What follows belongs to an exercise in optimizing a design on an open flow for small area; a production flow would make more cautious choices.
The RTL was checked by simulation tests, not by an equivalence proof against the original design.

Design eeg_packet_parser, start of the top module:
module eeg_packet_parser #(
  parameter int BAND_COUNT = 8
) (
  input  wire logic                 clk,
  input  wire logic                 rst,
  input  wire logic                 cfg_valid,
  output logic                      cfg_ready,
  input  wire logic [CFG_IDX_W-1:0] cfg_index,
  input  wire logic [7:0]           cfg_data,
  input  wire logic                 push,
  output logic                      full,
  input  wire logic [7:0]           rx_byte,
  input  wire logic                 pop,
  output logic                      empty,
  output logic [3:0]                value_kind,
  output logic signed [24:0]        value_data,
  output logic                      last_value
);
Size: ~1900 cells after synthesis, about 0.028 mm2 of cells after synthesis.
==> flow/config.mk <==
export PLATFORM = sky130hd
export DESIGN_NAME = eeg_packet_parser
export DESIGN_NICKNAME = eeg_packet_parser
export VERILOG_FILES = /design/flow/design.v
export SDC_FILE = /design/flow/constraint.sdc
export NUM_CORES = 4
export LEC_CHECK = 0
export CAP_MARGIN = 20
export CORE_MARGIN = 2
export CORE_UTILIZATION = 60
export PLACE_DENSITY = 0.7
export SLEW_MARGIN = 20
==> flow/constraint.sdc <==
create_clock -name core_clock -period 7.0 [get_ports {clk}]
set_input_delay 1.4000 -clock core_clock [delete_from_list [all_inputs] [get_ports {clk}]]
set_output_delay 1.4000 -clock core_clock [all_outputs]
set_load 0.01 [all_outputs]
standard.sh (not shown) runs the stock make flow with config.mk's settings and CLKGATE_MAP_FILE= SYNTH_SCRIPT=/design/flow/synth_recipe.tcl, a recipe that flattens the netlist after the stock synthesis.
==> flow/flow/run.sh <==
#!/bin/bash
# Own layout flow: the standard ORFS flow (standard.sh), with a leaner
# clock tree (no dummy loads, larger sink clusters of clkbuf_16) and
# single-drive buffers on the ports. Make's output goes to flow_make.log here;
# each ORFS step keeps its own log under orfs/logs/.
set -euo pipefail
cd "$(dirname "$0")/.."
CTS="-sink_clustering_enable -repair_clock_nets -dont_use_dummy_load"
CTS="$CTS -buf_list sky130_fd_sc_hd__clkbuf_16 -sink_clustering_size 30 -sink_clustering_max_diameter 70"
bash standard.sh "CTS_ARGS=$CTS" "BUFFER_PORTS_ARGS=-buffer_cell sky130_fd_sc_hd__buf_1" finish > flow_make.log 2>&1
Next try:
--- a/flow/design.v
+++ b/flow/design.v
@@ -51,21 +51,21 @@
   input  wire logic [7:0]           cfg_data,
   input  wire logic                 push,
   output logic                      full,
   input  wire logic [7:0]           rx_byte,
   input  wire logic                 pop,
   output logic                      empty,
   output logic [3:0]                value_kind,
   output logic signed [24:0]        value_data,
   output logic                      last_value
 );
-  localparam logic [4:0] F_SYNC1 = 5'd1, F_SYNC2 = 5'd2, F_LEN = 5'd4, F_PAY = 5'd8, F_CHK = 5'd16;
+  localparam logic [2:0] F_SYNC1 = 3'd0, F_SYNC2 = 3'd1, F_LEN = 3'd2, F_PAY = 3'd3, F_CHK = 3'd4;
   localparam logic [1:0] R_CODE = 2'd0, R_LEN = 2'd1, R_SINGLE = 2'd2, R_DATA = 2'd3;
   localparam logic [1:0] C_NONE = 2'd0, C_Q = 2'd1, C_A = 2'd2, C_M = 2'd3;
   localparam logic [1:0] C_RAW = 2'd1, C_BAND = 2'd2;
   assign cfg_ready = 1'b1;
   logic [7:0] sync_first, sync_second, code_raw_wave, code_band_power, max_payload;
   logic [6:0] code_quality, code_attn, code_med;
   logic [7:0] cfg_one, cfg_zero;    
   logic [7:0] cfg_en;
   assign cfg_one  = cfg_data | {8{rst}};
   assign cfg_zero = cfg_data & {8{~rst}};
@@ -82,21 +82,21 @@
   always_ff @(posedge clk) begin
     if (cfg_en[REG_SYNC_FIRST])  sync_first      <= cfg_d(SYNC_FIRST_RST);
     if (cfg_en[REG_SYNC_SECOND]) sync_second     <= cfg_d(SYNC_SECOND_RST);
     if (cfg_en[REG_CODE_QUAL])   code_quality    <= d_qual[6:0];
     if (cfg_en[REG_CODE_ATTN])   code_attn       <= d_attn[6:0];
     if (cfg_en[REG_CODE_MED])    code_med        <= d_med[6:0];
     if (cfg_en[REG_CODE_RAW])    code_raw_wave   <= cfg_d(CODE_RAW_RST);
     if (cfg_en[REG_CODE_BAND])   code_band_power <= cfg_d(CODE_BAND_RST);
     if (cfg_en[REG_MAX_PAYLOAD]) max_payload     <= cfg_d(MAX_PAYLOAD_RST);
   end
-  logic [4:0]  frame_phase;
+  logic [2:0]  frame_phase;
   logic [1:0]  row_phase, row_class;
   logic [7:0]  pay_rem, row_rem, checksum_sum;
   logic        q_full, q_push;
   logic [1:0]  q_count;
   logic        wr_ptr, rd_ptr;
   logic        accept, in_pay, in_data, band_row, last_row_byte;
   logic        pay_ge2, pay_ge3;
   assign full          = (frame_phase == F_CHK) && q_full;
   assign accept        = push && !full;
   assign in_pay        = accept && (frame_phase == F_PAY);
@@ -221,21 +221,21 @@
   for (genvar e = 0; e < 2; e++) begin : g_entry
     assign ring_ins[e] = (xfer_go && wr_ptr == 1'(e)) || (xfer_idx != 3'd0 && xfer_ent == 1'(e));
     always_ff @(posedge clk) begin
       if (q_push && wr_ptr == 1'(e)) begin
         e_quality[e]    <= p_quality;
         e_attention[e]  <= p_attention;
         e_meditation[e] <= p_meditation;
         e_raw[e]        <= p_raw;
         e_raw_seen[e]   <= p_raw_seen;
         e_band_seen[e]  <= p_band_seen;
-        ring_base[e]    <= phase + 3'd5;
+        ring_base[e]    <= phase + 3'd1;
       end
     end
     always_ff @(posedge clk) begin
       ring[e][0] <= ring_ins[e] ? xfer_word : ring[e][BAND_COUNT-1];
       for (int i = 1; i < BAND_COUNT; i++) ring[e][i] <= ring[e][i-1];
     end
   end
   always_ff @(posedge clk) begin
     if (rst) begin
       phase    <= '0;
@@ -265,21 +265,21 @@
   logic       h_raw_seen, h_band_seen;
   logic [15:0] h_raw;
   logic       take;
   logic [2:0] band_idx, band_place;
   assign value_kind  = kind;
   assign h_raw_seen  = e_raw_seen[rd_ptr];
   assign h_band_seen = e_band_seen[rd_ptr];
   assign h_raw       = e_raw[rd_ptr];
   assign take        = pop && !empty;
   assign band_idx    = {~kind[2], kind[1:0]};
-  assign band_place  = phase - ring_base[rd_ptr] - kind[2:0];
+  assign band_place  = phase - ring_base[rd_ptr] - band_idx;
   logic [1:0]  hsel;
   logic [3:0]  ksel;
   logic        kband;
   logic [BAND_COUNT-1:0] psel;
   assign hsel  = {rd_ptr, ~rd_ptr};
   assign kband = kind[3] || kind[2];
   always_comb begin
     for (int k = 0; k < 4; k++) ksel[k] = (kind == 4'(k));
     for (int i = 0; i < BAND_COUNT; i++) psel[i] = kband && (band_place == 3'(i));
   end
Effect: The changed run produced a clean layout. Die area climbs by 2.0%. Synthesized cell count goes up by 8.2%. Maximum frequency goes up by 1.8%. Sequential share of layout area drops by 1.4 points. Final area climbs by 2.0%. Non-clock buffer count came out higher by 5. Cell count increases by 6.1%. Core utilization drops by 0.25 points.

what the ideal ports hide:
In the flow no input, the clock included, has a driving cell. The finished layouts below were timed again as built, in two steps. Step 1, drivers: a clkbuf_16 drives clk and a buf_2 each remaining input, both assumed. Step 2 moves the port delays by t, midway between the first and last clock arrival at a register: inputs arrive t later, outputs are due t later. That takes back most of the time a late clock gives input paths. Three values: ideal, step 1, step 2; two values: the first two.
run | t (ns) | slack for setup (ns) | worst setup path after step 2 | pins driven straight from the clock port
the first run | 0.622 | 0.303 / 0.246 / 0.868 | register to output | 1
the second run | 0.640 | 0.425 / 0.363 / 1.003 | register to output | 1
After both steps every run listed still meets setup and hold.
